This is an optimization exercise on Yosys and OpenROAD, whose aim is small area, a short achievable clock period and few clock cycles, not a production implementation. At most, simulation tests tie the RTL to the original design; equivalence was not proved. Only the layout flow was run in runs 3 to 7; the RTL was not checked for function there. No activity file was given, so power comes from the tool's default toggle rates.

File: flow/config.mk
export PLATFORM = sky130hd
export DESIGN_NAME = machine_run_hour_meter
export DESIGN_NICKNAME = machine_run_hour_meter
export VERILOG_FILES = /design/flow/design.v
export SDC_FILE = /design/flow/constraint.sdc
export NUM_CORES = 4
export LEC_CHECK = 0
export CAP_MARGIN = 20
export CORE_MARGIN = 2
export CORE_UTILIZATION = 40
export CTS_CLUSTER_DIAMETER = 100
export CTS_CLUSTER_SIZE = 30
export SETUP_SLACK_MARGIN = 3.0
export SLEW_MARGIN = 20
export TNS_END_PERCENT = 5
File: flow/constraint.sdc
create_clock -name core_clock -period 5.0 [get_ports {clock}]
set_input_delay 1.0000 -clock core_clock [delete_from_list [all_inputs] [get_ports {clock}]]
set_output_delay 1.0000 -clock core_clock [all_outputs]
set_load 0.01 [all_outputs]
File: flow/design.v
package mrhm_pkg;
   localparam int COUNT_BITS = 32;
   localparam int DEBOUNCE_BITS = 10;
   localparam int TIMEOUT_BITS  = 32;
   localparam int SECONDS_BITS  = 32;
   localparam int TICKS_BITS    = 32;
   localparam int CSR_DATA_BITS = 32;
   localparam logic [DEBOUNCE_BITS-1:0] DEBOUNCE_RESET = 10'd50;
   localparam logic [TIMEOUT_BITS-1:0]  TIMEOUT_RESET  = 32'd60000;
   typedef enum logic [0:0] {
      CSR_DEBOUNCE = 1'b0,
      CSR_TIMEOUT  = 1'b1
   } csr_index_type;
   typedef enum logic [1:0] {
      MODE_IDLE  = 2'd0,
      MODE_RUN   = 2'd1,
      MODE_PAUSE = 2'd2
   } mode_type;
   typedef enum logic [2:0] {
      EV_NONE   = 3'd0,
      EV_START  = 3'd1,
      EV_PAUSE  = 3'd2,
      EV_RESUME = 3'd3,
      EV_FINISH = 3'd4
   } event_type;
   typedef struct packed {
      logic [DEBOUNCE_BITS-1:0] debounce_ticks;
      logic [TIMEOUT_BITS-1:0]  timeout_ticks;
   } cfg_type;
   typedef struct packed {
      logic                     qualified_level;
      logic [DEBOUNCE_BITS-1:0] stable_count;
      mode_type                 run_mode;
      logic [COUNT_BITS-1:0]    elapsed;
      logic [COUNT_BITS-1:0]    on_total;
      logic [COUNT_BITS-1:0]    off_total;
      logic [SECONDS_BITS-1:0]  start_stamp;
      logic [SECONDS_BITS-1:0]  end_stamp;
   } meter_state_type;
endpackage
module mrhm_step
(
   input  logic                                       cur_run,
   input  logic                                       cur_pause,
   input  logic [mrhm_pkg::DEBOUNCE_BITS-1:0]         cur_stable,
   input  logic                                       cur_stable_ge,
   input  logic [mrhm_pkg::COUNT_BITS-1:0]            cur_elapsed1,
   input  logic                                       cur_elapsed_max,
   input  logic [mrhm_pkg::TICKS_BITS-1:0]            cur_run_sum,
   input  logic [mrhm_pkg::TICKS_BITS-1:0]            cur_on,
   input  logic [mrhm_pkg::TICKS_BITS-1:0]            cur_off,
   input  logic [mrhm_pkg::SECONDS_BITS-1:0]          cur_start,
   input  logic [mrhm_pkg::SECONDS_BITS-1:0]          cur_end,
   input  mrhm_pkg::cfg_type                          cfg,
   input  logic                                       raw_level,
   input  logic [mrhm_pkg::SECONDS_BITS-1:0]          wall_seconds,
   output logic                                       nxt_run,
   output logic                                       nxt_pause,
   output logic [mrhm_pkg::DEBOUNCE_BITS-1:0]         nxt_stable,
   output logic                                       nxt_stable_ge,
   output logic [mrhm_pkg::COUNT_BITS-1:0]            nxt_elapsed1,
   output logic                                       nxt_elapsed_max,
   output logic [mrhm_pkg::TICKS_BITS-1:0]            nxt_run_sum,
   output logic [mrhm_pkg::TICKS_BITS-1:0]            nxt_on,
   output logic [mrhm_pkg::TICKS_BITS-1:0]            nxt_off,
   output logic [mrhm_pkg::SECONDS_BITS-1:0]          nxt_start,
   output logic [mrhm_pkg::SECONDS_BITS-1:0]          nxt_end
);
   logic                             cur_idle;
   logic                             differs, counting, flip, timed_out;
   logic                             ev_start, ev_pause, ev_resume;
   logic [mrhm_pkg::DEBOUNCE_BITS-1:0] stable_inc;
   logic                             elapsed1_max;
   logic [mrhm_pkg::TICKS_BITS-1:0]  sum, other;
   assign cur_idle  = !cur_run && !cur_pause;
   assign differs    = raw_level ^ cur_run;
   assign counting   = differs && !cur_stable_ge;
   assign flip       = differs && cur_stable_ge;
   assign stable_inc = cur_stable + 1'b1;
   assign nxt_stable = counting ? stable_inc : '0;
   assign nxt_stable_ge = counting ? (cur_stable == cfg.debounce_ticks - 1'b1)
                                   : (cfg.debounce_ticks == '0);
   assign timed_out = cur_elapsed1 >= cfg.timeout_ticks;
   assign ev_start  = cur_idle  && flip;
   assign ev_pause  = cur_run   && flip;
   assign ev_resume = cur_pause && flip;
   assign nxt_run   = cur_run ^ flip;
   assign nxt_pause = ev_pause || (cur_pause && !flip && !timed_out);
   assign elapsed1_max    = &cur_elapsed1;
   assign nxt_elapsed1    = flip ? mrhm_pkg::COUNT_BITS'(1)
                          : elapsed1_max ? cur_elapsed1 : cur_elapsed1 + 1'b1;
   assign nxt_elapsed_max = !flip && elapsed1_max;
   assign sum   = cur_elapsed_max ? cur_run_sum : cur_run_sum + 1'b1;
   assign other = cur_run ? cur_off : cur_on;
   assign nxt_run_sum = !flip ? sum : cur_idle ? '0 : other;
   assign nxt_on    = ev_start ? '0 : ev_pause  ? sum : cur_on;
   assign nxt_off   = ev_start ? '0 : ev_resume ? sum : cur_off;
   assign nxt_start = ev_start ? wall_seconds : cur_start;
   assign nxt_end   = ev_pause ? wall_seconds : cur_end;
endmodule
module machine_run_hour_meter
(
   input  logic         clock,
   input  logic         reset,
   input  logic         req_tvalid,
   output logic         req_tready,
   input  logic [39:0]  req_tdata,    
   output logic         rsp_tvalid,
   input  logic         rsp_tready,
   output logic [135:0] rsp_tdata,
   input  logic                               csr_we,
   input  mrhm_pkg::csr_index_type            csr_index,
   input  logic [mrhm_pkg::CSR_DATA_BITS-1:0] csr_wdata
);
   mrhm_pkg::cfg_type                 cfg_ff;
   logic                              run_ff, pause_ff;
   logic [mrhm_pkg::DEBOUNCE_BITS-1:0] stable_ff;
   logic                              stable_ge_ff;
   logic [mrhm_pkg::COUNT_BITS-1:0]   elapsed1_ff;
   logic                              elapsed_max_ff;
   logic [mrhm_pkg::TICKS_BITS-1:0]   run_sum_ff;
   logic [mrhm_pkg::TICKS_BITS-1:0]   on_ff, off_ff;
   logic [mrhm_pkg::SECONDS_BITS-1:0] start_ff, end_ff;
   logic                              prev_run_ff, prev_pause_ff;
   mrhm_pkg::event_type               rsp_event;
   logic                              rsp_valid_ff;
   logic                              nxt_run, nxt_pause;
   logic [mrhm_pkg::DEBOUNCE_BITS-1:0] nxt_stable;
   logic                              nxt_stable_ge;
   logic [mrhm_pkg::COUNT_BITS-1:0]   nxt_elapsed1;
   logic                              nxt_elapsed_max;
   logic [mrhm_pkg::TICKS_BITS-1:0]   nxt_run_sum;
   logic [mrhm_pkg::DEBOUNCE_BITS-1:0] debounce_in;
   logic [mrhm_pkg::TICKS_BITS-1:0]   nxt_on, nxt_off;
   logic [mrhm_pkg::SECONDS_BITS-1:0] nxt_start, nxt_end;
   logic                              req_accept;
   assign req_tready = !rsp_valid_ff || rsp_tready;
   assign req_accept = req_tvalid && req_tready;
   always_ff @(posedge clock) begin
      if (reset) begin
         cfg_ff.debounce_ticks <= mrhm_pkg::DEBOUNCE_RESET;
         cfg_ff.timeout_ticks  <= mrhm_pkg::TIMEOUT_RESET;
      end else if (csr_we) begin
         if (csr_index == mrhm_pkg::CSR_DEBOUNCE)
            cfg_ff.debounce_ticks <= csr_wdata[mrhm_pkg::DEBOUNCE_BITS-1:0];
         else
            cfg_ff.timeout_ticks  <= csr_wdata[mrhm_pkg::TIMEOUT_BITS-1:0];
      end
   end
   assign debounce_in = (csr_we && csr_index == mrhm_pkg::CSR_DEBOUNCE)
                      ? csr_wdata[mrhm_pkg::DEBOUNCE_BITS-1:0] : cfg_ff.debounce_ticks;
   mrhm_step u_step (
      .cur_run      (run_ff),
      .cur_pause    (pause_ff),
      .cur_stable   (stable_ff),
      .cur_stable_ge (stable_ge_ff),
      .cur_elapsed1 (elapsed1_ff),
      .cur_elapsed_max (elapsed_max_ff),
      .cur_run_sum  (run_sum_ff),
      .cur_on       (on_ff),
      .cur_off      (off_ff),
      .cur_start    (start_ff),
      .cur_end      (end_ff),
      .cfg          (cfg_ff),
      .raw_level    (req_tdata[0] | req_tdata[1]),
      .wall_seconds (req_tdata[33:2]),
      .nxt_run      (nxt_run),
      .nxt_pause    (nxt_pause),
      .nxt_stable   (nxt_stable),
      .nxt_stable_ge (nxt_stable_ge),
      .nxt_elapsed1 (nxt_elapsed1),
      .nxt_elapsed_max (nxt_elapsed_max),
      .nxt_run_sum  (nxt_run_sum),
      .nxt_on       (nxt_on),
      .nxt_off      (nxt_off),
      .nxt_start    (nxt_start),
      .nxt_end      (nxt_end)
   );
   always_ff @(posedge clock) begin
      if (reset) begin
         run_ff      <= 1'b0;
         pause_ff    <= 1'b0;
         stable_ff   <= '0;
         elapsed1_ff <= mrhm_pkg::COUNT_BITS'(1);
         elapsed_max_ff <= 1'b0;
         run_sum_ff  <= '0;
         on_ff       <= '0;
         off_ff      <= '0;
         start_ff    <= '0;
         end_ff      <= '0;
      end else if (req_accept) begin
         run_ff      <= nxt_run;
         pause_ff    <= nxt_pause;
         stable_ff   <= nxt_stable;
         elapsed1_ff <= nxt_elapsed1;
         elapsed_max_ff <= nxt_elapsed_max;
         run_sum_ff  <= nxt_run_sum;
         on_ff       <= nxt_on;
         off_ff      <= nxt_off;
         start_ff    <= nxt_start;
         end_ff      <= nxt_end;
      end
   end
   always_ff @(posedge clock) begin
      if (reset) begin
         stable_ge_ff <= 1'b0;
      end else if (req_accept) begin
         stable_ge_ff <= nxt_stable_ge;
      end else begin
         stable_ge_ff <= stable_ff >= debounce_in;
      end
   end
   always_ff @(posedge clock) begin
      if (req_accept) begin
         prev_run_ff   <= run_ff;
         prev_pause_ff <= pause_ff;
      end
   end
   assign rsp_event = mrhm_pkg::event_type'({
      prev_pause_ff && !run_ff && !pause_ff,
      (prev_run_ff && pause_ff) || (prev_pause_ff && run_ff),
      run_ff && !prev_run_ff});
   always_ff @(posedge clock) begin
      if (reset) begin
         rsp_valid_ff <= 1'b0;
      end else if (req_accept) begin
         rsp_valid_ff <= 1'b1;
      end else if (rsp_tready) begin
         rsp_valid_ff <= 1'b0;
      end
   end
   assign rsp_tvalid = rsp_valid_ff;
   assign rsp_tdata  = {3'b000, end_ff, start_ff, off_ff, on_ff,
                        pause_ff, run_ff, rsp_event};
endmodule
File: flow/flow/run.sh
#!/bin/bash
export BUFFER_PORTS_ARGS="-buffer_cell sky130_fd_sc_hd__buf_1"
bash standard.sh finish > standard.log 2>&1
File: flow/standard.sh
#!/bin/bash
# synth_recipe.tcl (not shown) runs the flow's synth.tcl, then flattens the netlist and writes it again
# the make line also repeats each setting of config.mk as NAME=value (left out here)
make -C /OpenROAD-flow-scripts/flow DESIGN_CONFIG=/design/flow/config.mk WORK_HOME=/design/flow/orfs CLKGATE_MAP_FILE= SYNTH_SCRIPT=/design/flow/synth_recipe.tcl "${@:-finish}"
==> results.py, run 1 <==
metrics = {
    "status": {
        "outcome": "timing/DRC/antenna clean",
    },
    "synth": {
        "synth-seq-area-share_pct": 41.8,
        "synthSimpleGateAreaFrac_pct": 21.9,
        "synth_mux_area_share_pct": 2.49,
        "synth_top_area_cell": "dfxtp_1",
        "synthDistinctLibCells": 75,
        "synthAdderAreaFrac_pct": 4.98,
        "syn_inst": 1490,
        "synth-compound-area-share_pct": 18.6,
        "synth_flop_cell": "dfxtp_1",
        "synth_area_mm2": 0.0121,
        "yosysTopAreaCellShare_pct": 41.3,
        "yosys_warnings": 1,
        "synth_top_family_by_area": "simple AND/OR/NAND/NOR gates",
        "ys_top_cells_by_area": "dfxtp_1 (41%), nand2_1 (9.7%), a21oi_1 (6.8%), ha_1 (5.0%), xnor2_1 (3.6%)",
        "async_reset_ff_share_pct": 0,
        "synth_edf_count": 2,
        "postSynthAreaPerCell_um2": 8.10,
        "ys_ff_latch": 251,
        "synthXorXnorAreaFrac_pct": 5.44,
    },
    "critical_path": {
        "critPathArrivalTime_ns": 1.50,
        "max_stage_delay_ns": 0.19,
        "crit_slowest_cell": "nor2b_2",
        "ff2ff_setup_slack_ns": 2.58,
        "critPathBufInv": 3,
        "worstPathCellList": "buf_1, nor2b_2, inv_2, buf_6",
        "start_kind": "primary input",
        "critical_path.top_delay_family": "buffers and inverters",
        "critical_path_class": "primary input to output pin",
        "endpoint_kind": "output pin",
        "required_ns": 4.00,
        "crit_fanout": 4,
    },
    "timing": {
        "rsz0062_at_grt": "yes",
        "setup_ws_ns": 2.50,
        "fin_setup_tns_ns": 0,
        "finClkSkew_ns": 0.0251,
        "period_minus_slack_ns": 2.50,
        "hold_viol_final": 0,
        "fin_crit_sh_pct": 50.0,
        "finalMaxSlewViolations": 0,
        "timing.fmax_mhz": 400,
        "timing.hold.ws_ns": 0.460,
        "tightest_slew_ns": 0.981,
        "setup_viol": 0,
        "slew_headroom_pct": 34.6,
    },
    "place": {
        "place_area_mm2": 0.0131,
        "hpwl_um": 23400,
        "portBuffers": 206,
        "place_ws_ns": 0.691,
        "gp_congestion": 0.808,
    },
    "global_route": {
        "antenna_found_initial": 0,
        "first_global_vias": 10300,
        "grt_pass1_wl_um": 56200,
        "grt_use_total_pct": 22.1,
        "grt.overflow.total": 0,
        "grt_start_max_net_pins": 88,
    },
    "pwr": {
        "power.total_w": 0.00377,
        "leakage_nw": 5.24,
        "power_density_mw_per_mm2": 254,
        "ir_worst_vdd_mv": 0.183,
    },
    "final_layout": {
        "fin_area_mm2": 0.0149,
        "nFillCells": 2947,
        "antennaDiodeCount": 0,
        "syn_to_final_growth_pct": 23.1,
        "drive_gt1_share_pct": 13.8,
        "fin_nets": 1830,
    },
    "clock_tree": {
        "htreeDepth": 1,
        "cts_sinks": 251,
        "clk_pin_slew_ns": 0.11,
        "cts_tree": "built",
        "cts_root_buffer": "clkbuf_16",
        "worstSkewPairLatency_ns": 0.51,
        "numCtsBuffers": 13,
        "cts_hold_buf": 0,
        "clk_path_buf_depth": 3,
    },
    "drt": {
        "drt_first_pass_iters": 5,
        "drt-total-wl_um": 36500,
        "num_vias": 11400,
        "drc_errors": 0,
        "wl_per_cell_um": 17.4,
        "drt_iter0_drc": 693,
        "postRouteAntennaNets": 0,
        "vias_per_cell": 5.43,
    },
    "worst_hold_path": {
        "hold_class": "register to register",
    },
    "die": {
        "die_h_um": 178,
        "die_x_um": 178,
        "die_area_mm2": 0.0316,
        "core_mm2": 0.0296,
        "io_pins": 216,
        "initial_core_util_pct": 40.7,
        "rows": 63,
    },
    "flow_run": {
        "max-cap-violations": 0,
    },
}
-- worst register-to-register path: cells and delay by family (launching register included) --
family	cells	cell delay [ns]
and+or+nand+nor	4	1.17
buffers and inverters	3	0.59
DFF	1	0.39
AOI/OAI and AO/OA	1	0.18
-- logic make-up after synthesis --
family,after synthesis
other,1
muxes,29
adders and majority gates,48
AOI/OAI and AO/OA,360
DFF,251
and+or+nand+nor,579
xor gates and xnor gates,75
buffers and inverters,147
-- registers in the layout (all words and copies together), names as in the netlist, 10 cells and up --
signal	count
off_ff	32
cfg_ff	42
start_ff	32
end_ff	32
run_sum_ff	32
elapsed1_ff	32
stable_ff	10
on_ff	32
-- through the flow --
step                util (%)  instances
floorplan                  -       1492
global placement        44.3       2006
detailed placement      44.3       2006
CTS                     48.2       2070
global route            50.1       2100
finish                  50.1       2100
-- routing by layer --
| metal | vias to the layer above | part of all wire, % | global-route usage [%] | routed length [um] |
|---|---|---|---|---|
| li1 | 5585 | - | - | - |
| met1 | 5446 | 44 | 30.3 | 16300 |
| met2 | 314 | 47 | 35.5 | 17000 |
| met3 | 61 | 6.0 | 3.68 | 2190 |
| met4 | 0 | 3.0 | 6.97 | 1090 |
| met5 | - | 0 | 0 | 0 |
-- cells in the mapped netlist, types with 20 or more instances --
cell type	number
o21ai_0	52
nor2_1	102
a22oi_1	27
inv_1	48
clkbuf_1	83
nand3_1	34
nand2_1	312
ha_1	48
nor3_1	20
mux2i_1	21
dfxtp_1	249
xnor2_1	49
a21oi_1	165
xor2_1	26
-- placed cells by master (no fill, tap or decap), types with 23 or more instances in the layout --
master,Yosys,final
o21ai_0,52,42
xor2_1,26,23
nand2_1,312,306
dfxtp_1,249,232
buf_4,5,65
nand3_1,34,29
inv_1,48,45
xnor2_1,49,46
ha_1,48,47
buf_1,7,199
nor2_1,102,92
a21oi_1,165,162
-- where the power goes --
part           internal [W]  leakage, nW  switching, W
Combinational      0.000131         2.97      0.000215
Sequential          0.00203         2.04     0.0000300
Clock              0.000638        0.224      0.000728
-- final cells by class --
class	count	area (um^2)	share of cell area, %
timing repair buffer	291	1640	11.1
inverter	49	195	1.31
timing repair inverter	3	17.5	0.118
clock buffer	14	350	2.36
clock inverter	7	118	0.792
multi-input combinational	1095	6960	46.9
tap	390	488	3.29
sequential	251	5080	34.2
-- worst paths after layout --
path / start / to / cells after the start
worst max-delay path: rsp_tready / req_tready / 4
worst min-delay path: end_ff[6]$_SDFFE_PP0P_ / end_ff[6]$_SDFFE_PP0P_ / 2
worst max register to register: run_ff$_SDFFE_PP0P_ / run_sum_ff[28]$_SDFFE_PP0P_ / 8
worst min register to register: end_ff[6]$_SDFFE_PP0P_ / end_ff[6]$_SDFFE_PP0P_ / 2
-- what timing repair did --
action                                  4_1_cts  5_1_grt
pin swaps                                    14       23
gates resized for setup                      79       82
buffers inserted                             38       29
cloned                                        5        1
endpoints found under the setup margin      341      349
Testbench counts, summed over its fixed seeds: cycles 24,082.
==> run 2: changes to the inputs <==
--- a/flow/config.mk
+++ b/flow/config.mk
@@ -10,6 +10,5 @@
 export CORE_UTILIZATION = 40
 export CTS_CLUSTER_DIAMETER = 100
 export CTS_CLUSTER_SIZE = 30
-export SETUP_SLACK_MARGIN = 3.0
+export SETUP_SLACK_MARGIN = 2.5
 export SLEW_MARGIN = 20
-export TNS_END_PERCENT = 5
==> results.py, run 2 <==
metrics = {
    "synth": {
        "ys_top_cells_by_area": "dfxtp_1 (41%), nand2_1 (9.7%), a21oi_1 (6.8%), ha_1 (5.0%), xnor2_1 (3.6%)",
        "yosys_warnings": 1,
        "syn_inst": 1490,
        "ys_ff_latch": 251,
        "synth-seq-area-share_pct": 41.8,
        "synth.most_common_cell": "nand2_1",
        "synth_top_area_cell": "dfxtp_1",
        "yosysTopAreaCellShare_pct": 41.3,
        "synthDistinctLibCells": 75,
        "synth_flop_cell": "dfxtp_1",
        "postSynthAreaPerCell_um2": 8.10,
        "async_reset_ff_share_pct": 0,
        "synth_area_mm2": 0.0121,
        "yosys-top-cells-count": "nand2_1 (312), dfxtp_1 (249), a21oi_1 (165)",
        "synth_edf_count": 2,
    },
    "die": {
        "io_pins": 216,
        "initial_core_util_pct": 40.7,
        "core_mm2": 0.0296,
        "rows": 63,
        "die_area_mm2": 0.0316,
        "die_h_um": 178,
        "die_x_um": 178,
    },
    "clock_tree": {
        "worstSkewPairLatency_ns": 0.50,
        "numCtsBuffers": 13,
        "cts_hold_buf": 0,
        "clk_pin_slew_ns": 0.09,
        "cts_root_buffer": "clkbuf_16",
        "cts_sinks": 251,
        "htreeDepth": 1,
        "clk_path_buf_depth": 3,
        "cts_tree": "built",
    },
    "critical_path": {
        "critical_path_class": "primary input to register",
        "required_ns": 5.38,
        "crit_fanout": 9,
        "reg2regPathDepth": 7,
        "start_kind": "primary input",
        "critPathArrivalTime_ns": 2.84,
        "endpoint_kind": "register",
        "ff2ff_setup_slack_ns": 2.62,
        "r2r_end": "off_ff[27]$_SDFFE_PP0P_",
        "reg2reg_from": "run_sum_ff[13]$_SDFFE_PP0P_",
    },
    "pwr": {
        "ir_worst_vdd_mv": 0.201,
        "power.total_w": 0.00361,
        "power_density_mw_per_mm2": 257,
        "leakage_nw": 4.83,
    },
    "final_layout": {
        "fin_area_mm2": 0.0141,
        "layout_commonest_cell": "nand2_1",
        "largest_reg_flops": 42,
        "fin_nets": 1779,
        "regArea_mm2": 0.00505,
        "drive_gt1_share_pct": 8.45,
        "multi_input_comb_area_mm2": 0.00679,
        "largest-register": "cfg_ff",
        "nFillCells": 3080,
        "syn_to_final_growth_pct": 16.5,
        "final_cell_mix": "nand2_1 (307), dfxtp_1 (247), buf_1 (203), a21oi_1 (162), nor2_1 (96)",
    },
    "timing": {
        "hold_viol_final": 0,
        "finalMaxSlewViolations": 0,
        "timing.fmax_mhz": 407,
        "setup_viol": 0,
        "fin_setup_tns_ns": 0,
        "period_minus_slack_ns": 2.46,
        "finClkSkew_ns": 0.0261,
        "rsz0062_at_grt": "yes",
        "slew_headroom_pct": 28.8,
        "fin_crit_sh_pct": 49.2,
        "tightest_slew_ns": 1.07,
    },
    "status": {
        "outcome": "timing/DRC/antenna clean",
    },
    "worst_hold_path": {
        "timing.hold.worst_endpoint": "cfg_ff[8]$_SDFFE_PP0P_",
        "hold_class": "register to register",
        "worstHoldStart": "cfg_ff[8]$_SDFFE_PP0P_",
        "whs_path_depth": 2,
    },
    "drt": {
        "num_vias": 11100,
        "drc_errors": 0,
        "drt_iter0_drc": 709,
        "wl_per_cell_um": 17.1,
        "postRouteAntennaNets": 0,
        "vias_per_cell": 5.40,
        "drt_first_pass_iters": 5,
        "drt-total-wl_um": 34900,
    },
    "flow_run": {
        "max-cap-violations": 0,
    },
    "global_route": {
        "grt_pass1_wl_um": 54300,
        "grtUsageMet3_pct": 2.51,
        "grt_start_max_net_pins": 92,
        "met2_usage_pct": 36.2,
        "grt_use_total_pct": 21.3,
        "met1_usage_pct": 28.5,
        "antenna_found_initial": 0,
        "first_global_vias": 10100,
        "grt.overflow.total": 0,
        "grt_most_used_layer": "met2",
    },
    "place": {
        "hpwl_um": 23300,
        "place_area_mm2": 0.0133,
        "gp_congestion": 0.797,
        "portBuffers": 206,
    },
}
## run 2: cell counts after synthesis
Identical to the previous run, type by type.
## run 2: kinds of logic after synthesis
family	count (synthesis)	synth area share [%]
multiplexers	29	2.49
buffers and inverters	147	4.76
flip-flops	251	41.8
other	1	0.0311
XOR/XNOR	75	5.44
AND/OR/NAND/NOR	579	21.9
adder cells (fa/ha/maj)	48	4.98
AO/OA/AOI/OAI	360	18.6
## run 2: routing by layer
metal	part of all wire, %	up-vias
li1	-	5498
met1	44	5233
met2	49	281
met3	4.6	45
met4	2.4	0
met5	0	-
## run 2: worst max-delay path by stage
stage,start,to,slack (ns),cells after the start
floorplan,req_tdata[1],elapsed1_ff[11]$_SDFFE_PP0P_,2.22,7
global placement,rsp_tready,on_ff[30]$_SDFFE_PP0P_,1.18,10
detailed placement,rsp_tready,on_ff[23]$_SDFFE_PP0P_,1.11,10
CTS,req_tdata[1],off_ff[7]$_SDFFE_PP0P_,2.44,9
global route,req_tdata[1],off_ff[9]$_SDFFE_PP0P_,2.48,9
finish,req_tdata[1],elapsed1_ff[9]$_SDFFE_PP0P_,2.54,7
## run 2: per-stage QoR
| stage | cells | hold WS (ns) | setup WS [ns] | utilization, % |
|---|---|---|---|---|
| finish | 2047 | 0.458 | 2.54 | 47.4 |
| global route | 2046 | 0.476 | 2.48 | 47.4 |
| CTS | 2031 | 0.462 | 2.44 | 46.7 |
| detailed placement | 2006 | 0.446 | 1.11 | 44.7 |
| global placement | 2006 | 0.441 | 1.18 | 44.7 |
| floorplan | 1492 | 0.436 | 2.22 | - |
## run 2: final cells by class
type / instances / share of cell area [%]
clock buffers: 14 / 2.34
clock inverters: 4 / 0.410
inverters: 49 / 1.34
well taps: 390 / 3.47
repair buffers: 243 / 8.21
multi-input cells: 1095 / 48.3
flip-flops and latches: 251 / 35.9
diodes: 1 / 0.0178
## run 2: power by group
| group | switching [W] | internal (W) | total (W) |
|---|---|---|---|
| Clock | 0.000723 | 0.000507 | 0.00123 |
| Combinational | 0.000205 | 0.000111 | 0.000316 |
| Sequential | 0.0000290 | 0.00203 | 0.00206 |
## run 2: worst max-delay path: stages
cell and delay (ns):
buf_1 0.10, or3_4 0.39, nand3_4 0.13, inv_6 0.09
or3b_4 0.39, o41a_1 0.45, a31o_2 0.28
## run 2: what timing repair did
item | in CTS | in global routing
endpoints found under the hold margin | 0 | 0
cloned | 0 | 2
gates resized for setup | 29 | 23
endpoints found under the setup margin | 106 | 112
pin swaps | 4 | 4
setup buffers | 7 | 13
==> run 3: changes to the inputs <==
--- a/flow/design.v
+++ b/flow/design.v
@@ -181,9 +181,6 @@
          run_ff      <= 1'b0;
          pause_ff    <= 1'b0;
          stable_ff   <= '0;
-         elapsed1_ff <= mrhm_pkg::COUNT_BITS'(1);
-         elapsed_max_ff <= 1'b0;
-         run_sum_ff  <= '0;
          on_ff       <= '0;
          off_ff      <= '0;
          start_ff    <= '0;
@@ -192,13 +189,17 @@
          run_ff      <= nxt_run;
          pause_ff    <= nxt_pause;
          stable_ff   <= nxt_stable;
-         elapsed1_ff <= nxt_elapsed1;
-         elapsed_max_ff <= nxt_elapsed_max;
-         run_sum_ff  <= nxt_run_sum;
          on_ff       <= nxt_on;
          off_ff      <= nxt_off;
          start_ff    <= nxt_start;
          end_ff      <= nxt_end;
+      end
+   end
+   always_ff @(posedge clock) begin
+      if (req_accept) begin
+         elapsed1_ff    <= nxt_elapsed1;
+         elapsed_max_ff <= nxt_elapsed_max;
+         run_sum_ff     <= nxt_run_sum;
       end
    end
    always_ff @(posedge clock) begin
==> results.py, run 3 <==
metrics = {
    "status": {
        "outcome": "timing/DRC/antenna clean",
    },
    "final_layout": {
        "drive_gt1_share_pct": 8.97,
        "antennaDiodeCount": 0,
        "largest-register": "cfg_ff",
        "largest_reg_flops": 42,
        "final_cell_mix": "nand2_1 (296), buf_1 (202), dfxtp_1 (182), a21oi_1 (159), nor2_1 (108)",
        "fin_nets": 1680,
        "fin_area_mm2": 0.0140,
        "syn_to_final_growth_pct": 20.0,
        "layout_commonest_cell": "nand2_1",
    },
    "critical_path": {
        "max_stage_delay_ns": 0.33,
        "cpMostUsedCell": "nand2b_4",
        "reg2reg_from": "run_sum_ff[0]$_DFFE_PP_",
        "worstPathCellList": "buf_8, nand2b_4, mux2_4, ha_4, nand2b_4, a2111oi_4, o21a_1, o21ai_1, a31oi_1, nor3_1",
        "crit_fanout": 4,
        "r2r_end": "run_sum_ff[20]$_DFFE_PP_",
        "critPathArrivalTime_ns": 2.80,
        "ff2ff_setup_slack_ns": 2.61,
        "crit_slowest_cell": "mux2_4",
        "start_kind": "primary input",
        "reg2regPathDepth": 7,
        "required_ns": 5.33,
        "endpoint_kind": "register",
        "critical_path_class": "primary input to register",
    },
    "timing": {
        "slew_headroom_pct": 27.1,
        "timing.fmax_mhz": 404,
        "setup_viol": 0,
        "fin_setup_tns_ns": 0,
        "fin_crit_sh_pct": 49.5,
        "setup_ws_ns": 2.52,
        "rsz0062_at_grt": "yes",
        "tightest_slew_ns": 1.09,
        "finalMaxSlewViolations": 0,
        "period_minus_slack_ns": 2.48,
        "finClkSkew_ns": 0.0231,
        "hold_viol_final": 0,
    },
    "global_route": {
        "grt.overflow.total": 0,
        "grt_use_total_pct": 20.8,
        "first_global_vias": 9376,
        "antenna_found_initial": 0,
        "grt_start_max_net_pins": 75,
        "grt_pass1_wl_um": 51500,
    },
    "synth": {
        "synth-seq-area-share_pct": 48.7,
        "synth_top_area_cell": "dfxtp_1",
        "postSynthAreaPerCell_um2": 8.66,
        "ys_ff_latch": 251,
        "async_reset_ff_share_pct": 0,
        "syn_inst": 1349,
        "synth_edf_count": 67,
        "synthDistinctLibCells": 55,
        "synth_flop_cell": "dfxtp_1",
        "synth.most_common_cell": "nand2_1",
        "ys_top_cells_by_area": "dfxtp_1 (32%), edfxtp_1 (17%), nand2_1 (9.6%), a21oi_1 (6.8%), ha_1 (5.1%)",
        "yosysTopAreaCellShare_pct": 31.5,
        "yosys_warnings": 1,
        "yosys-top-cells-count": "nand2_1 (298), dfxtp_1 (184), a21oi_1 (159)",
        "synth_area_mm2": 0.0117,
    },
    "place": {
        "gp_congestion": 0.826,
        "hpwl_um": 20900,
        "place_ws_ns": 0.881,
        "portBuffers": 206,
        "place_area_mm2": 0.0128,
    },
    "die": {
        "rows": 62,
        "io_pins": 216,
        "core_mm2": 0.0287,
        "die_area_mm2": 0.0306,
        "die_x_um": 175,
        "die_h_um": 175,
        "initial_core_util_pct": 40.7,
    },
    "clock_tree": {
        "cts_sinks": 251,
        "worstSkewPairLatency_ns": 0.49,
        "clk_path_buf_depth": 3,
        "numCtsBuffers": 13,
        "cts_root_buffer": "clkbuf_16",
        "htreeDepth": 1,
        "cts_tree": "built",
        "clk_pin_slew_ns": 0.11,
    },
    "worst_hold_path": {
        "worstHoldStart": "start_ff[24]$_SDFFE_PP0P_",
        "hold_class": "register to register",
        "timing.hold.worst_endpoint": "start_ff[24]$_SDFFE_PP0P_",
        "whs_path_depth": 2,
    },
    "flow_run": {
        "max-cap-violations": 0,
    },
    "drt": {
        "wl_per_cell_um": 17.1,
        "drc_errors": 0,
        "drt_first_pass_iters": 5,
        "drt_iter0_drc": 725,
        "num_vias": 10200,
        "postRouteAntennaNets": 0,
        "drt-total-wl_um": 33200,
        "vias_per_cell": 5.24,
    },
    "pwr": {
        "power_density_mw_per_mm2": 280,
        "leakage_nw": 5.06,
        "ir_worst_vdd_mv": 0.184,
    },
}
run 3: worst max path at each step:
stage	start	to	slack [ns]	cells past startpoint
global route	csr_index[0]	stable_ge_ff$_SDFF_PP0_	2.46	10
floorplan	req_tdata[1]	on_ff[15]$_SDFFE_PP0P_	2.21	10
detailed placement	req_tdata[1]	on_ff[4]$_SDFFE_PP0P_	0.88	9
CTS	pause_ff$_SDFFE_PP0P_	rsp_tdata[2]	2.44	4
global placement	req_tdata[1]	on_ff[7]$_SDFFE_PP0P_	0.94	9
finish	csr_index[0]	stable_ge_ff$_SDFF_PP0_	2.52	10
run 3: cells by family (layout without fill, tap and decap cells):
kind of cell | after synthesis | in the layout | synth area share, %
multiplexers | 13 | 13 | 1.14
adder cells (fa/ha/maj) | 48 | 48 | 5.14
other | 1 | 3 | 0.0321
buffers and inverters | 126 | 329 | 4.24
flip-flops | 251 | 251 | 48.7
AO/OA/AOI/OAI | 284 | 284 | 13.8
XOR/XNOR | 76 | 76 | 5.70
AND/OR/NAND/NOR | 550 | 556 | 21.2
run 3: timing repair:
item	in CTS	in global routing
setup buffers	23	14
hold buffers	0	0
endpoints found under the setup margin	203	132
gates cloned	10	2
resized for setup	42	30
pin swaps	9	7
run 3: routing by layer:
| layer | vias to the layer above | routed length [um] | GRT usage (%) |
|---|---|---|---|
| met3 | 54 | 1760 | 3.02 |
| li1 | 5027 | - | - |
| met4 | 0 | 1020 | 7.12 |
| met1 | 4835 | 14800 | 27.8 |
| met2 | 270 | 15700 | 34.5 |
| met5 | - | 0 | 0 |
run 3: cell type report:
class                      count  area, um^2
clock buffer                  16         337
multi-input combinational    980        5840
clock inverter                 5        61.3
timing repair inverter         1        6.26
sequential                   251        5700
timing repair buffer         261        1410
tap                          384         480
fill                        2861       14700
inverter                      46         193
run 3: power breakdown:
group / internal (W) / switching (W) / leakage, nW
combinational: 0.000183 / 0.000271 / 2.72
clock: 0.000512 / 0.000709 / 0.193
sequential: 0.00218 / 0.0000738 / 2.14
total: 0.00287 / 0.00105 / 5.06
run 3: critical path: cells and delay by family:
| family | cells | cell delay, ns |
|---|---|---|
| and+or+nand+nor | 3 | 0.40 |
| adders and majority gates | 1 | 0.21 |
| AOI/OAI and AO/OA | 4 | 0.76 |
| muxes | 1 | 0.33 |
| buffers and inverters | 1 | 0.09 |
run 3: through the flow:
| step | hold WS [ns] | utilization [%] | cells | power [W] |
|---|---|---|---|---|
| 2_1_floorplan | 0.430 | - | 1351 | 0.00257 |
| 3_3_place_gp | 0.442 | 44.7 | 1874 | 0.00268 |
| 3_5_place_dp | 0.445 | 44.7 | 1874 | 0.00269 |
| 4_1_cts | 0.460 | 48.0 | 1928 | 0.00395 |
| 5_1_grt | 0.475 | 48.9 | 1944 | 0.00410 |
| 6_report | 0.458 | 48.9 | 1944 | 0.00392 |
==> run 4: changes to the inputs <==
--- a/flow/config.mk
+++ b/flow/config.mk
@@ -7,8 +7,9 @@
 export LEC_CHECK = 0
 export CAP_MARGIN = 20
 export CORE_MARGIN = 2
-export CORE_UTILIZATION = 40
+export CORE_UTILIZATION = 60
 export CTS_CLUSTER_DIAMETER = 100
 export CTS_CLUSTER_SIZE = 30
+export PLACE_DENSITY = 0.75
 export SETUP_SLACK_MARGIN = 2.5
 export SLEW_MARGIN = 20
==> results.py, run 4 <==
metrics = {
    "status": {
        "outcome": "timing/DRC/antenna clean",
    },
    "drt": {
        "vias_per_cell": 5.62,
        "drt_iter0_drc": 669,
        "num_vias": 10100,
        "drt_first_pass_iters": 5,
        "drc_errors": 0,
        "wl_per_cell_um": 16.8,
        "postRouteAntennaNets": 0,
        "drt-total-wl_um": 30300,
    },
    "synth": {
        "synth_edf_count": 67,
        "synthDistinctLibCells": 55,
        "synth_flop_cell": "dfxtp_1",
        "yosys_warnings": 1,
        "synth-seq-area-share_pct": 48.7,
        "postSynthAreaPerCell_um2": 8.66,
        "ys_ff_latch": 251,
        "synth.most_common_cell": "nand2_1",
        "yosysTopAreaCellShare_pct": 31.5,
        "async_reset_ff_share_pct": 0,
        "synth_area_mm2": 0.0117,
        "synth_top_area_cell": "dfxtp_1",
        "yosys-top-cells-count": "nand2_1 (298), dfxtp_1 (184), a21oi_1 (159)",
        "syn_inst": 1349,
        "ys_top_cells_by_area": "dfxtp_1 (32%), edfxtp_1 (17%), nand2_1 (9.6%), a21oi_1 (6.8%), ha_1 (5.1%)",
    },
    "worst_hold_path": {
        "hold_class": "register to register",
    },
    "clock_tree": {
        "cts_root_buffer": "clkbuf_16",
        "clk_pin_slew_ns": 0.11,
        "numCtsBuffers": 12,
        "cts_hold_buf": 0,
        "htreeDepth": 1,
        "worstSkewPairLatency_ns": 0.49,
        "cts_tree": "built",
        "cts_sinks": 251,
        "clk_path_buf_depth": 3,
    },
    "pwr": {
        "ir_worst_vdd_mv": 0.186,
        "power.total_w": 0.00385,
        "leakage_nw": 4.95,
        "power_density_mw_per_mm2": 283,
    },
    "critical_path": {
        "worstPathCellList": "buf_1, o21a_1, or3b_4, inv_12, ha_4, and3_4, buf_12, nor3_4, buf_2, nand2_1, o21ai_1",
        "reg2regPathDepth": 7,
        "crit_end": "on_ff[26]$_SDFFE_PP0P_",
        "start_kind": "primary input",
        "ff2ff_setup_slack_ns": 2.59,
        "crit_fanout": 17,
        "cp.depth": 11,
        "critical_path_class": "primary input to register",
        "endpoint_kind": "register",
        "max_stage_delay_ns": 0.44,
        "reg2reg_from": "elapsed1_ff[2]$_SDFFCE_PP0P_",
        "r2r_end": "elapsed1_ff[8]$_SDFFCE_PP0P_",
        "required_ns": 5.38,
        "worstSetupStartpoint": "req_tdata[1]",
        "critical_path.top_delay_family": "simple AND/OR/NAND/NOR gates",
        "crit_slowest_cell": "or3b_4",
        "critPathBufInv": 4,
        "critPathArrivalTime_ns": 2.89,
    },
    "timing": {
        "hold_viol_final": 0,
        "timing.hold.ws_ns": 0.459,
        "finalMaxSlewViolations": 0,
        "finClkSkew_ns": 0.0181,
        "setup_viol": 0,
        "fin_setup_tns_ns": 0,
        "period_minus_slack_ns": 2.51,
        "tightest_slew_ns": 1.08,
        "fin_crit_sh_pct": 50.2,
        "rsz0062_at_grt": "yes",
        "slew_headroom_pct": 27.8,
        "timing.fmax_mhz": 398,
    },
    "global_route": {
        "grt_start_max_net_pins": 83,
        "grt.overflow.total": 0,
        "grt_use_total_pct": 27.3,
        "antenna_found_initial": 0,
        "grt_pass1_wl_um": 45300,
        "first_global_vias": 9057,
    },
    "die": {
        "core_mm2": 0.0193,
        "initial_core_util_pct": 60.6,
        "rows": 51,
        "io_pins": 216,
        "die_x_um": 144,
        "die_area_mm2": 0.0206,
        "die_h_um": 144,
    },
    "final_layout": {
        "fin_area_mm2": 0.0136,
        "final_cell_mix": "nand2_1 (296), buf_1 (202), dfxtp_1 (182), a21oi_1 (159), nor2_1 (108)",
        "fin_nets": 1662,
        "largest-register": "cfg_ff",
        "nFillCells": 1598,
        "final_util_pct": 70.7,
        "antennaDiodeCount": 0,
        "largest_reg_flops": 42,
        "drive_gt1_share_pct": 6.81,
        "layout_commonest_cell": "nand2_1",
        "syn_to_final_growth_pct": 16.6,
    },
    "place": {
        "gp_congestion": 0.834,
        "portBuffers": 206,
        "place_area_mm2": 0.0127,
        "hpwl_um": 19300,
    },
    "flow_run": {
        "max-cap-violations": 0,
    },
}
run 4: how the worst min path moves through the flow:
stage               slack [ns]                       from  cells past startpoint                         to
floorplan                 0.43      pause_ff$_SDFFE_PP0P_                      0    prev_pause_ff$_DFFE_PP_
global placement          0.44  start_ff[11]$_SDFFE_PP0P_                      2  start_ff[11]$_SDFFE_PP0P_
global route              0.47     end_ff[3]$_SDFFE_PP0P_                      2     end_ff[3]$_SDFFE_PP0P_
finish                    0.46  start_ff[14]$_SDFFE_PP0P_                      2  start_ff[14]$_SDFFE_PP0P_
detailed placement        0.45  start_ff[14]$_SDFFE_PP0P_                      2  start_ff[14]$_SDFFE_PP0P_
CTS                       0.46  start_ff[14]$_SDFFE_PP0P_                      2  start_ff[14]$_SDFFE_PP0P_
run 4: where the power goes:
group | internal [W] | switching [W] | leakage (nW)
Sequential | 0.00218 | 0.0000730 | 2.14
Clock | 0.000502 | 0.000663 | 0.180
Combinational | 0.000175 | 0.000265 | 2.62
run 4: area by class of cell:
type                    count  area, um^2  share of cell area [%]
multi-input cells         977        5740                    42.1
flip-flops and latches    251        5700                    41.9
repair buffers            246        1270                    9.34
clock buffers              19         349                    2.56
well taps                 265         332                    2.43
inverters                  46         190                    1.40
clock inverters             1        20.0                   0.147
repair inverters            2        13.8                   0.101
run 4: per-layer routing:
layer | part of all wire (%) | global-route usage, %
met1 | 42 | 36.6
met4 | 2.3 | 9.03
met3 | 6.6 | 3.23
met5 | 0 | 0
met2 | 49 | 46.2
run 4: cell families after synthesis:
kind of cell	Yosys count	share of synthesized area, %
simple gates	550	21.2
other cells	1	0.0321
xor+xnor	76	5.70
buf+inv	126	4.24
flops	251	48.7
fa+ha+maj	48	5.14
mux	13	1.14
compound gates	284	13.8
run 4: worst reg2reg max path, delay by kind of cell (launching register included):
family	cells	cell delay, ns
flops	1	0.54
simple gates	6	1.47
buf+inv	1	0.16
run 4: what timing repair did:
item                       4_1_cts  5_1_grt
setup endpoints to repair      154      110
gates resized for setup         40       17
pin swaps                        6        9
setup buffers                    5       15
gates cloned                     6        5
run 4: stage by stage:
step	cells	worst slack, ns
2_1_floorplan	1351	2.21
3_3_place_gp	1756	1.31
3_5_place_dp	1756	1.25
4_1_cts	1787	2.50
5_1_grt	1807	2.44
6_report	1807	2.49
==> run 5: changes to the inputs <==
--- a/flow/config.mk
+++ b/flow/config.mk
@@ -7,9 +7,8 @@
 export LEC_CHECK = 0
 export CAP_MARGIN = 20
 export CORE_MARGIN = 2
-export CORE_UTILIZATION = 60
+export CORE_UTILIZATION = 40
 export CTS_CLUSTER_DIAMETER = 100
 export CTS_CLUSTER_SIZE = 30
-export PLACE_DENSITY = 0.75
-export SETUP_SLACK_MARGIN = 2.5
+export SETUP_SLACK_MARGIN = 2.2
 export SLEW_MARGIN = 20
==> results.py, run 5 <==
metrics = {
    "clock_tree": {
        "clk_pin_slew_ns": 0.12,
        "cts_tree": "built",
        "worstSkewPairLatency_ns": 0.50,
        "cts_hold_buf": 0,
        "cts_root_buffer": "clkbuf_16",
        "cts_sinks": 251,
        "htreeDepth": 1,
        "clk_path_buf_depth": 3,
        "numCtsBuffers": 13,
    },
    "final_layout": {
        "fin_nets": 1647,
        "drive_gt1_share_pct": 5.37,
        "layout_commonest_cell": "nand2_1",
        "antennaDiodeCount": 0,
        "largest-register": "cfg_ff",
        "final_cell_mix": "nand2_1 (297), buf_1 (205), dfxtp_1 (182), a21oi_1 (159), nor2_1 (109)",
        "largest_reg_flops": 42,
        "syn_to_final_growth_pct": 15.2,
    },
    "critical_path": {
        "critPathArrivalTime_ns": 1.68,
        "critical_path_class": "register to output pin",
        "crit_fanout": 30,
        "start_kind": "register",
        "endpoint_kind": "output pin",
        "required_ns": 4.00,
    },
    "drt": {
        "vias_per_cell": 5.22,
        "num_vias": 9968,
        "wl_per_cell_um": 16.6,
        "drt_iter0_drc": 582,
        "drc_errors": 0,
        "drt_first_pass_iters": 5,
        "drt-total-wl_um": 31800,
        "postRouteAntennaNets": 0,
    },
    "die": {
        "rows": 62,
        "die_x_um": 175,
        "io_pins": 216,
        "core_mm2": 0.0287,
        "die_area_mm2": 0.0306,
        "die_h_um": 175,
        "initial_core_util_pct": 40.7,
    },
    "timing": {
        "setup_viol": 0,
        "timing.fmax_mhz": 373,
        "finClkSkew_ns": 0.0364,
        "setup_ws_ns": 2.32,
        "tightest_slew_ns": 1.03,
        "rsz0062_at_grt": "no",
        "period_minus_slack_ns": 2.68,
        "fin_crit_sh_pct": 53.6,
        "fin_setup_tns_ns": 0,
        "hold_viol_final": 0,
        "finalMaxSlewViolations": 0,
        "slew_headroom_pct": 30.9,
    },
    "pwr": {
        "leakage_nw": 4.81,
        "ir_worst_vdd_mv": 0.174,
        "power_density_mw_per_mm2": 288,
    },
    "synth": {
        "synth_top_area_cell": "dfxtp_1",
        "yosysTopAreaCellShare_pct": 31.5,
        "ys_ff_latch": 251,
        "synth-seq-area-share_pct": 48.7,
        "ys_top_cells_by_area": "dfxtp_1 (32%), edfxtp_1 (17%), nand2_1 (9.6%), a21oi_1 (6.8%), ha_1 (5.1%)",
        "synth_flop_cell": "dfxtp_1",
        "synthDistinctLibCells": 55,
        "syn_inst": 1349,
        "yosys-top-cells-count": "nand2_1 (298), dfxtp_1 (184), a21oi_1 (159)",
        "async_reset_ff_share_pct": 0,
        "synth.most_common_cell": "nand2_1",
        "postSynthAreaPerCell_um2": 8.66,
        "synth_edf_count": 67,
        "synth_area_mm2": 0.0117,
        "yosys_warnings": 1,
    },
    "global_route": {
        "grt_most_used_layer": "met2",
        "grt.overflow.total": 0,
        "met1_usage_pct": 26.4,
        "antenna_found_initial": 0,
        "grt_use_total_pct": 19.7,
        "grtUsageMet3_pct": 3.20,
        "first_global_vias": 9242,
        "met2_usage_pct": 33.2,
        "grt_start_max_net_pins": 61,
        "grt_pass1_wl_um": 49300,
    },
    "worst_hold_path": {
        "hold_class": "register to register",
    },
    "flow_run": {
        "max-cap-violations": 0,
    },
    "place": {
        "place_ws_ns": 1.25,
        "portBuffers": 206,
        "gp_congestion": 0.823,
        "hpwl_um": 21000,
    },
    "status": {
        "outcome": "timing/DRC/antenna clean",
    },
}
-- run 5: cell types whose count changed in the layout (fill, tap and decap cells not counted), sizes merged --
cell	change
buf	-12
or3b	+2
bufbuf	-3
inv	+2
clkbuf	-5
clkinvlp	+1
-- run 5: path summary, 6_finish.rpt --
path | startpoint | cells after the start | end | slack (ns)
max | run_ff$_SDFFE_PP0P_ | 3 | rsp_tdata[0] | 2.32
min | cfg_ff[17]$_SDFFE_PP0P_ | 2 | cfg_ff[17]$_SDFFE_PP0P_ | 0.46
max reg2reg | elapsed1_ff[0]$_SDFFCE_PP1P_ | 7 | elapsed1_ff[31]$_SDFFCE_PP0P_ | 2.36
min reg2reg | cfg_ff[17]$_SDFFE_PP0P_ | 2 | cfg_ff[17]$_SDFFE_PP0P_ | 0.46
-- run 5: report_power, final --
part           switching [W]  total, W  internal, W  leakage, nW
Sequential         0.0000758   0.00225      0.00218         2.14
Combinational       0.000248  0.000402     0.000154         2.47
Clock               0.000712   0.00122     0.000507        0.190
-- run 5: area by class of cell --
type	count	area, um^2
Clock inverter	6	63.8
Fill cell	2865	15200
Inverter	46	178
Clock buffer	15	333
Multi-Input combinational cell	979	5660
Tap cell	384	480
Timing Repair Buffer	230	1040
Sequential cell	251	5700
-- run 5: worst max-delay path: stages, from the launching register on --
cell and delay [ns]:
dfxtp_2 0.48, buf_12 0.25, nor2b_1 0.27, buf_1 0.18
-- run 5: what timing repair did --
action                     4_1_cts  5_1_grt
pin swaps                        2        2
setup endpoints to repair      152       82
cloned                           2        5
setup buffers                    2        0
hold endpoints to repair         0        0
gates resized for setup          9       17
-- run 5: cell families (layout without fill, tap and decap cells) --
family                     count (synthesis)  count (layout)  synth area share (%)
other                                      1               3                0.0321
muxes                                     13              13                  1.14
DFF                                      251             251                  48.7
buffers and inverters                    126             297                  4.24
xor gates and xnor gates                  76              76                  5.70
AOI/OAI and AO/OA                        284             284                  13.8
adders and majority gates                 48              48                  5.14
and+or+nand+nor                          550             555                  21.2
-- run 5: per-stage QoR --
stage                     hold slack (ns)  std cells  util [%]  total power [W]  cell area (um^2)
final                               0.459       1911      46.9          0.00387             13500
after global routing                0.477       1911      46.9          0.00406             13500
after CTS                           0.461       1906      46.4          0.00391             13300
after detailed placement            0.445       1881      44.8          0.00269             12900
after global placement              0.442       1880      44.7          0.00267             12800
after floorplan                     0.430       1351         -          0.00256             11800
-- run 5: per-layer routing --
metal	up-vias	share of wire, %
met4	0	1.9
met3	38	4.8
met5	-	0
met2	223	47
met1	4737	46
li1	4970	-
==> run 6: changes to the inputs <==
--- a/flow/config.mk
+++ b/flow/config.mk
@@ -10,5 +10,5 @@
 export CORE_UTILIZATION = 40
 export CTS_CLUSTER_DIAMETER = 100
 export CTS_CLUSTER_SIZE = 30
-export SETUP_SLACK_MARGIN = 2.2
+export SETUP_SLACK_MARGIN = 2.7
 export SLEW_MARGIN = 20
==> results.py, run 6 <==
metrics = {
    "pwr": {
        "leakage_nw": 5.33,
        "pwr-share-comb_pct": 12.7,
        "power.switching_w": 0.00108,
        "seqPwrFrac_pct": 56.3,
        "netSwitchingFraction_pct": 27.1,
        "ir_worst_vdd_mv": 0.176,
        "clockPowerShare_pct": 31.0,
        "power_density_mw_per_mm2": 275,
        "p_int_w": 0.00290,
    },
    "global_route": {
        "grt_most_used_layer": "met2",
        "first_global_vias": 9794,
        "grt_pass1_wl_um": 52500,
        "met1_usage_pct": 28.1,
        "antenna_found_initial": 0,
        "grt_use_total_pct": 21.2,
        "met2_usage_pct": 36.1,
        "grt_start_max_net_pins": 97,
        "grtUsageMet3_pct": 2.44,
        "grt.overflow.total": 0,
    },
    "die": {
        "rows": 62,
        "core_mm2": 0.0287,
        "die_x_um": 175,
        "die_area_mm2": 0.0306,
        "die_h_um": 175,
        "initial_core_util_pct": 40.7,
        "io_pins": 216,
    },
    "timing": {
        "fin_crit_sh_pct": 47.9,
        "tightest_slew_ns": 1.14,
        "timing.fmax_mhz": 418,
        "finalMaxSlewViolations": 0,
        "setup_ws_ns": 2.61,
        "rsz0062_at_grt": "yes",
        "period_minus_slack_ns": 2.39,
        "fin_setup_tns_ns": 0,
        "slew_headroom_pct": 23.8,
        "hold_viol_final": 0,
        "finClkSkew_ns": 0.0213,
        "setup_viol": 0,
    },
    "critical_path": {
        "ff2ff_setup_slack_ns": 2.70,
        "start_kind": "primary input",
        "reg2regPathDepth": 7,
        "worstPathCellList": "buf_6, nand2b_4, mux2_4, ha_4, nand2b_4, a2111oi_4, o21a_1, o21ai_1, a31oi_1, nor3_1",
        "critPathBufInv": 1,
        "endpoint_kind": "register",
        "critical_path_class": "primary input to register",
        "critical_path.top_delay_family": "compound AO/OA/AOI/OAI gates",
        "crit_slowest_cell": "mux2_4",
        "crit_end": "stable_ge_ff$_SDFF_PP0_",
        "critPathArrivalTime_ns": 2.74,
        "crit_fanout": 5,
        "worstSetupStartpoint": "csr_index[0]",
        "reg2reg_from": "elapsed1_ff[10]$_SDFFCE_PP0P_",
        "r2r_end": "elapsed1_ff[27]$_SDFFCE_PP0P_",
        "max_stage_delay_ns": 0.33,
        "required_ns": 5.35,
        "cp.depth": 10,
        "cpMostUsedCell": "nand2b_4",
    },
    "synth": {
        "postSynthAreaPerCell_um2": 8.66,
        "ys_ff_latch": 251,
        "synth_edf_count": 67,
        "syn_inst": 1349,
        "synthDistinctLibCells": 55,
        "yosysTopAreaCellShare_pct": 31.5,
        "synth.most_common_cell": "nand2_1",
        "yosys_warnings": 1,
        "synth_area_mm2": 0.0117,
        "ys_top_cells_by_area": "dfxtp_1 (32%), edfxtp_1 (17%), nand2_1 (9.6%), a21oi_1 (6.8%), ha_1 (5.1%)",
        "synth_top_area_cell": "dfxtp_1",
        "async_reset_ff_share_pct": 0,
        "yosys-top-cells-count": "nand2_1 (298), dfxtp_1 (184), a21oi_1 (159)",
        "synth_flop_cell": "dfxtp_1",
        "synth-seq-area-share_pct": 48.7,
    },
    "place": {
        "hpwl_um": 20500,
        "portBuffers": 206,
        "place_ws_ns": 1.27,
        "gp_congestion": 0.832,
    },
    "drt": {
        "drt_first_pass_iters": 5,
        "num_vias": 10300,
        "vias_per_cell": 5.24,
        "drc_errors": 0,
        "drt_iter0_drc": 650,
        "drt-total-wl_um": 33700,
        "postRouteAntennaNets": 0,
        "wl_per_cell_um": 17.1,
    },
    "final_layout": {
        "nFillCells": 2763,
        "antennaDiodeCount": 0,
        "layout_commonest_cell": "nand2_1",
        "final_util_pct": 50.5,
        "drive_gt1_share_pct": 11.7,
        "fin_nets": 1711,
        "largest_reg_flops": 42,
        "final_cell_mix": "nand2_1 (280), buf_1 (198), dfxtp_1 (182), a21oi_1 (159), nor2_1 (109)",
        "syn_to_final_growth_pct": 24.0,
        "largest-register": "cfg_ff",
    },
    "worst_hold_path": {
        "hold_class": "register to register",
        "worstHoldStart": "start_ff[24]$_SDFFE_PP0P_",
    },
    "clock_tree": {
        "htreeDepth": 1,
        "clk_path_buf_depth": 3,
        "clk_pin_slew_ns": 0.11,
        "cts_root_buffer": "clkbuf_16",
        "worstSkewPairLatency_ns": 0.50,
        "cts_tree": "built",
        "numCtsBuffers": 13,
        "cts_sinks": 251,
    },
    "flow_run": {
        "max-cap-violations": 0,
    },
    "status": {
        "outcome": "timing/DRC/antenna clean",
    },
}
==> run 6: cell counts after synthesis <==
No cell type changed its count.
==> run 6: routing by layer <==
metal	wire, um	up-vias
li1	-	5102
met1	15100	4907
met2	16100	276
met3	1410	63
met4	1090	0
met5	0	-
==> run 6: cell families after synthesis <==
logic type	count (synthesis)	share of synthesized area, %
other	1	0.0321
AO/OA/AOI/OAI	284	13.8
flip-flops	251	48.7
AND/OR/NAND/NOR	550	21.2
multiplexers	13	1.14
buffers and inverters	126	4.24
adder cells (fa/ha/maj)	48	5.14
XOR/XNOR	76	5.70
==> run 6: worst min-delay path by stage <==
stage | end | slack (ns) | cells after the start
after floorplan | prev_pause_ff$_DFFE_PP_ | 0.43 | 0
after global placement | end_ff[9]$_SDFFE_PP0P_ | 0.44 | 2
after detailed placement | start_ff[24]$_SDFFE_PP0P_ | 0.45 | 2
after CTS | start_ff[24]$_SDFFE_PP0P_ | 0.46 | 2
after global routing | cfg_ff[16]$_SDFFE_PP0P_ | 0.47 | 2
final | start_ff[24]$_SDFFE_PP0P_ | 0.46 | 2
==> run 6: power groups by stage <==
| stage | clock network, W | registers (W) | logic, W |
|---|---|---|---|
| finish | 0.00123 | 0.00224 | 0.000505 |
| global route | 0.00134 | 0.00225 | 0.000561 |
| CTS | 0.00128 | 0.00224 | 0.000474 |
| detailed placement | 0 | 0.00230 | 0.000391 |
| global placement | 0 | 0.00229 | 0.000383 |
| floorplan | 0 | 0.00228 | 0.000293 |
==> run 6: per-stage QoR <==
step                power (W)  hold WS, ns  instances  cell area, um^2
floorplan             0.00257        0.430       1351            12000
global placement      0.00268        0.441       1873            12800
detailed placement    0.00269        0.445       1873            12800
CTS                   0.00400        0.461       1946            14100
global route          0.00416        0.475       1975            14500
finish                0.00398        0.460       1975            14500
==> run 6: worst min-delay path: stages (launching register included) <==
cell and delay, ns:
dfxtp_1 0.32, nand2_1 0.05, a21oi_1 0.05
==> run 6: final cells by class <==
class,instances,area [um^2],area share [%]
clock buffer,16,337,2.32
clock inverter,5,66.3,0.458
inverter,46,206,1.43
multi-input combinational,978,5880,40.6
sequential,251,5700,39.4
tap,384,480,3.32
timing repair buffer,293,1790,12.4
timing repair inverter,2,17.5,0.121
==> run 6: timing repair <==
action / CTS / global route
setup buffers: 38 / 27
gates resized for setup: 77 / 36
hold buffers: 0 / 0
cloned: 14 / 2
endpoints found under the setup margin: 192 / 156
pin swaps: 23 / 23
==> run 7: changes to the inputs <==
--- a/flow/design.v
+++ b/flow/design.v
@@ -123,7 +123,7 @@
    logic [mrhm_pkg::SECONDS_BITS-1:0] start_ff, end_ff;
    logic                              prev_run_ff, prev_pause_ff;
    mrhm_pkg::event_type               rsp_event;
-   logic                              rsp_valid_ff;
+   logic                              rsp_valid_ff, rsp_valid_out_ff;
    logic                              nxt_run, nxt_pause;
    logic [mrhm_pkg::DEBOUNCE_BITS-1:0] nxt_stable;
    logic                              nxt_stable_ge;
@@ -134,8 +134,8 @@
    logic [mrhm_pkg::TICKS_BITS-1:0]   nxt_on, nxt_off;
    logic [mrhm_pkg::SECONDS_BITS-1:0] nxt_start, nxt_end;
    logic                              req_accept;
-   assign req_tready = !rsp_valid_ff || rsp_tready;
-   assign req_accept = req_tvalid && req_tready;
+   assign req_tready = !rsp_valid_out_ff || rsp_tready;
+   assign req_accept = req_tvalid && (!rsp_valid_ff || rsp_tready);
    always_ff @(posedge clock) begin
       if (reset) begin
          cfg_ff.debounce_ticks <= mrhm_pkg::DEBOUNCE_RESET;
@@ -230,7 +230,16 @@
          rsp_valid_ff <= 1'b0;
       end
    end
-   assign rsp_tvalid = rsp_valid_ff;
+   always_ff @(posedge clock) begin
+      if (reset) begin
+         rsp_valid_out_ff <= 1'b0;
+      end else if (req_tvalid && req_tready) begin
+         rsp_valid_out_ff <= 1'b1;
+      end else if (rsp_tready) begin
+         rsp_valid_out_ff <= 1'b0;
+      end
+   end
+   assign rsp_tvalid = rsp_valid_out_ff;
    assign rsp_tdata  = {3'b000, end_ff, start_ff, off_ff, on_ff,
                         pause_ff, run_ff, rsp_event};
 endmodule
--- a/flow/config.mk
+++ b/flow/config.mk
@@ -10,5 +10,5 @@
 export CORE_UTILIZATION = 40
 export CTS_CLUSTER_DIAMETER = 100
 export CTS_CLUSTER_SIZE = 30
-export SETUP_SLACK_MARGIN = 2.7
+export SETUP_SLACK_MARGIN = 2.5
 export SLEW_MARGIN = 20
==> results.py, run 7 <==
metrics = {
    "drt": {
        "drt-total-wl_um": 32000,
        "drt_iter0_drc": 747,
        "num_vias": 10100,
        "wl_per_cell_um": 16.7,
        "vias_per_cell": 5.23,
        "postRouteAntennaNets": 0,
        "drc_errors": 0,
        "drt_first_pass_iters": 5,
    },
    "synth": {
        "synthDistinctLibCells": 61,
        "ys_top_cells_by_area": "dfxtp_1 (32%), edfxtp_1 (17%), nand2_1 (9.4%), a21oi_1 (6.9%), ha_1 (5.1%)",
        "yosys-top-cells-count": "nand2_1 (294), dfxtp_1 (185), a21oi_1 (162)",
        "async_reset_ff_share_pct": 0,
        "yosysTopAreaCellShare_pct": 31.6,
        "ys_ff_latch": 252,
        "synth.most_common_cell": "nand2_1",
        "synth_flop_cell": "dfxtp_1",
        "synth-seq-area-share_pct": 48.8,
        "synth_top_area_cell": "dfxtp_1",
        "postSynthAreaPerCell_um2": 8.70,
        "yosys_warnings": 1,
        "synth_area_mm2": 0.0117,
        "synth_edf_count": 67,
        "syn_inst": 1346,
    },
    "global_route": {
        "grt_use_total_pct": 20.1,
        "grt_pass1_wl_um": 50000,
        "antenna_found_initial": 0,
        "grt.overflow.total": 0,
        "grt_start_max_net_pins": 71,
        "first_global_vias": 9274,
    },
    "place": {
        "hpwl_um": 21400,
        "portBuffers": 206,
        "gp_congestion": 0.801,
        "place_ws_ns": 1.15,
    },
    "timing": {
        "setup_ws_ns": 2.53,
        "timing.fmax_mhz": 405,
        "finClkSkew_ns": 0.0279,
        "fin_setup_tns_ns": 0,
        "tightest_slew_ns": 1.01,
        "fin_crit_sh_pct": 49.4,
        "finalMaxSlewViolations": 0,
        "slew_headroom_pct": 32.2,
        "hold_viol_final": 0,
        "period_minus_slack_ns": 2.47,
        "setup_viol": 0,
        "rsz0062_at_grt": "yes",
    },
    "clock_tree": {
        "worstSkewPairLatency_ns": 0.50,
        "cts_tree": "built",
        "clk_pin_slew_ns": 0.11,
        "cts_hold_buf": 0,
        "cts_root_buffer": "clkbuf_16",
        "numCtsBuffers": 13,
        "clk_path_buf_depth": 3,
        "cts_sinks": 252,
        "htreeDepth": 1,
    },
    "critical_path": {
        "ff2ff_setup_slack_ns": 2.62,
        "r2r_end": "stable_ge_ff$_SDFF_PP0_",
        "start_kind": "primary input",
        "reg2regPathDepth": 8,
        "crit_end": "stable_ge_ff$_SDFF_PP0_",
        "worstSetupStartpoint": "csr_index[0]",
        "worstPathCellList": "buf_6, nand2b_4, buf_6, buf_6, mux2i_4, ha_2, a21o_1, a2111oi_4, o21ai_1, a311oi_2, a211oi_2",
        "cpMostUsedCell": "buf_6",
        "critPathBufInv": 3,
        "critical_path_class": "primary input to register",
        "crit_slowest_cell": "a2111oi_4",
        "cp.depth": 11,
        "reg2reg_from": "cfg_ff[32]$_SDFFE_PP0N_",
        "critPathArrivalTime_ns": 2.82,
        "crit_fanout": 4,
        "critical_path.top_delay_family": "compound AO/OA/AOI/OAI gates",
        "endpoint_kind": "register",
        "max_stage_delay_ns": 0.34,
        "required_ns": 5.35,
    },
    "worst_hold_path": {
        "hold_class": "register to register",
    },
    "die": {
        "core_mm2": 0.0288,
        "die_x_um": 175,
        "die_h_um": 175,
        "initial_core_util_pct": 40.7,
        "rows": 62,
        "die_area_mm2": 0.0307,
        "io_pins": 216,
    },
    "final_layout": {
        "nFillCells": 2827,
        "final_cell_mix": "nand2_1 (292), buf_1 (201), dfxtp_1 (183), a21oi_1 (162), nor2_1 (105)",
        "fin_nets": 1660,
        "drive_gt1_share_pct": 6.88,
        "syn_to_final_growth_pct": 17.5,
        "antennaDiodeCount": 0,
        "largest_reg_flops": 42,
        "largest-register": "cfg_ff",
        "layout_commonest_cell": "nand2_1",
    },
    "flow_run": {
        "max-cap-violations": 0,
    },
    "pwr": {
        "leakage_nw": 4.96,
        "power_density_mw_per_mm2": 289,
        "ir_worst_vdd_mv": 0.277,
    },
    "status": {
        "outcome": "timing/DRC/antenna clean",
    },
}
[run 7: cell count changes after synthesis, sizes merged, moves of 7 or more]
cell	previous run	this run
a21o	6	13
a22oi	22	14
buf	17	26
clkbuf	63	51
nand3	27	34
nand3b	11	3
[run 7: cell type report]
cell class / instances / area (um^2) / share of cell area [%]
Timing Repair Buffer: 246 / 1240 / 9.02
Tap cell: 384 / 480 / 3.49
Clock buffer: 16 / 347 / 2.52
Multi-Input combinational cell: 979 / 5720 / 41.5
Clock inverter: 5 / 80.1 / 0.582
Inverter: 42 / 170 / 1.24
Sequential cell: 252 / 5720 / 41.6
[run 7: what timing repair did]
item / 4_1_cts / 5_1_grt
buffers inserted: 17 / 6
setup endpoints to repair: 147 / 94
gates resized for setup: 37 / 22
gates cloned: 3 / 2
pin swaps: 10 / 8
[run 7: worst min-delay path by stage]
stage	from	end	slack (ns)	cells past startpoint
after detailed placement	end_ff[15]$_SDFFE_PP0P_	end_ff[15]$_SDFFE_PP0P_	0.45	2
after floorplan	pause_ff$_SDFFE_PP0P_	prev_pause_ff$_DFFE_PP_	0.43	0
final	end_ff[0]$_SDFFE_PP0P_	end_ff[0]$_SDFFE_PP0P_	0.46	2
after CTS	end_ff[15]$_SDFFE_PP0P_	end_ff[15]$_SDFFE_PP0P_	0.46	2
after global placement	end_ff[24]$_SDFFE_PP0P_	end_ff[24]$_SDFFE_PP0P_	0.44	2
after global routing	end_ff[15]$_SDFFE_PP0P_	end_ff[15]$_SDFFE_PP0P_	0.48	2
[run 7: through the flow]
step | area, um^2 | util (%) | hold WS (ns) | total power, W | std cells
after floorplan | 11800 | - | 0.430 | 0.00258 | 1348
after global placement | 12800 | 44.5 | 0.442 | 0.00269 | 1875
after global routing | 13800 | 47.8 | 0.475 | 0.00415 | 1924
after detailed placement | 12800 | 44.5 | 0.446 | 0.00270 | 1875
final | 13800 | 47.8 | 0.456 | 0.00397 | 1924
after CTS | 13600 | 47.1 | 0.460 | 0.00401 | 1916
[run 7: report_power, final]
part | internal, W | leakage [nW] | switching, W
registers | 0.00219 | 2.15 | 0.0000754
clock network | 0.000572 | 0.209 | 0.000703
logic | 0.000176 | 2.60 | 0.000259
[run 7: worst min-delay path, cell delays in order (launching register included)]
cell	delay [ns]
dfxtp_1	0.32
nand2_1	0.05
a21oi_1	0.05
[run 7: cells by family after synthesis]
family	Yosys count	share of synthesized area, %
flops	252	48.8
buf+inv	119	4.18
mux	13	1.12
compound gates	293	14.5
simple gates	545	20.6
other cells	1	0.0320
xor+xnor	75	5.61
fa+ha+maj	48	5.13
[run 7: per-layer routing]
metal / vias up / track usage (%) / share of wire, %
met5: - / 0 / 0
met4: 0 / 6.18 / 2.9
met3: 55 / 2.28 / 4.2
met2: 248 / 34.3 / 48
met1: 4766 / 26.7 / 45
li1: 5000 / - / -

[separate check: timing with driven ports]
How much do the figures lean on ideal ports? The routed layouts below were timed once more, with nothing changed but the port constraints. Step 1 assumes that a clkbuf_16 drives the clock port and a buf_2 every other input. Step 2, shift: input delay + t, output delay - t, t = (earliest + latest rising clock arrival at the registers) / 2. This alone moves slack from input paths to output paths. a / b / c = ideal ports / drivers / drivers and shift; a / b = the first two.
| run | shift t [ns] | setup slack, ns | worst setup path at the end | worst data-port slew with drivers (ns) | cell pins on the clock port's net |
|---|---|---|---|---|---|
| run 1 | 0.557 | 2.501 / 2.481 / 1.991 | input to register | 0.07 | 1 |
| run 2 | 0.540 | 2.542 / 2.519 / 2.035 | input to register | 0.07 | 1 |
| run 3 | 0.530 | 2.525 / 2.525 / 2.004 | input to register | 0.06 | 1 |
| run 4 | 0.530 | 2.490 / 2.505 / 1.981 | input to register | 0.07 | 1 |
| run 5 | 0.536 | 2.322 / 2.272 / 1.819 | input to register | 0.06 | 1 |
| run 6 | 0.538 | 2.605 / 2.598 / 2.086 | input to register | 0.06 | 1 |
| run 7 | 0.536 | 2.530 / 2.526 / 2.016 | input to register | 0.07 | 1 |
After both steps every run listed still meets setup and hold. The setup slack of run 3, which loses most, moves by 0.000 ns with the drivers and by -0.521 ns with both steps.
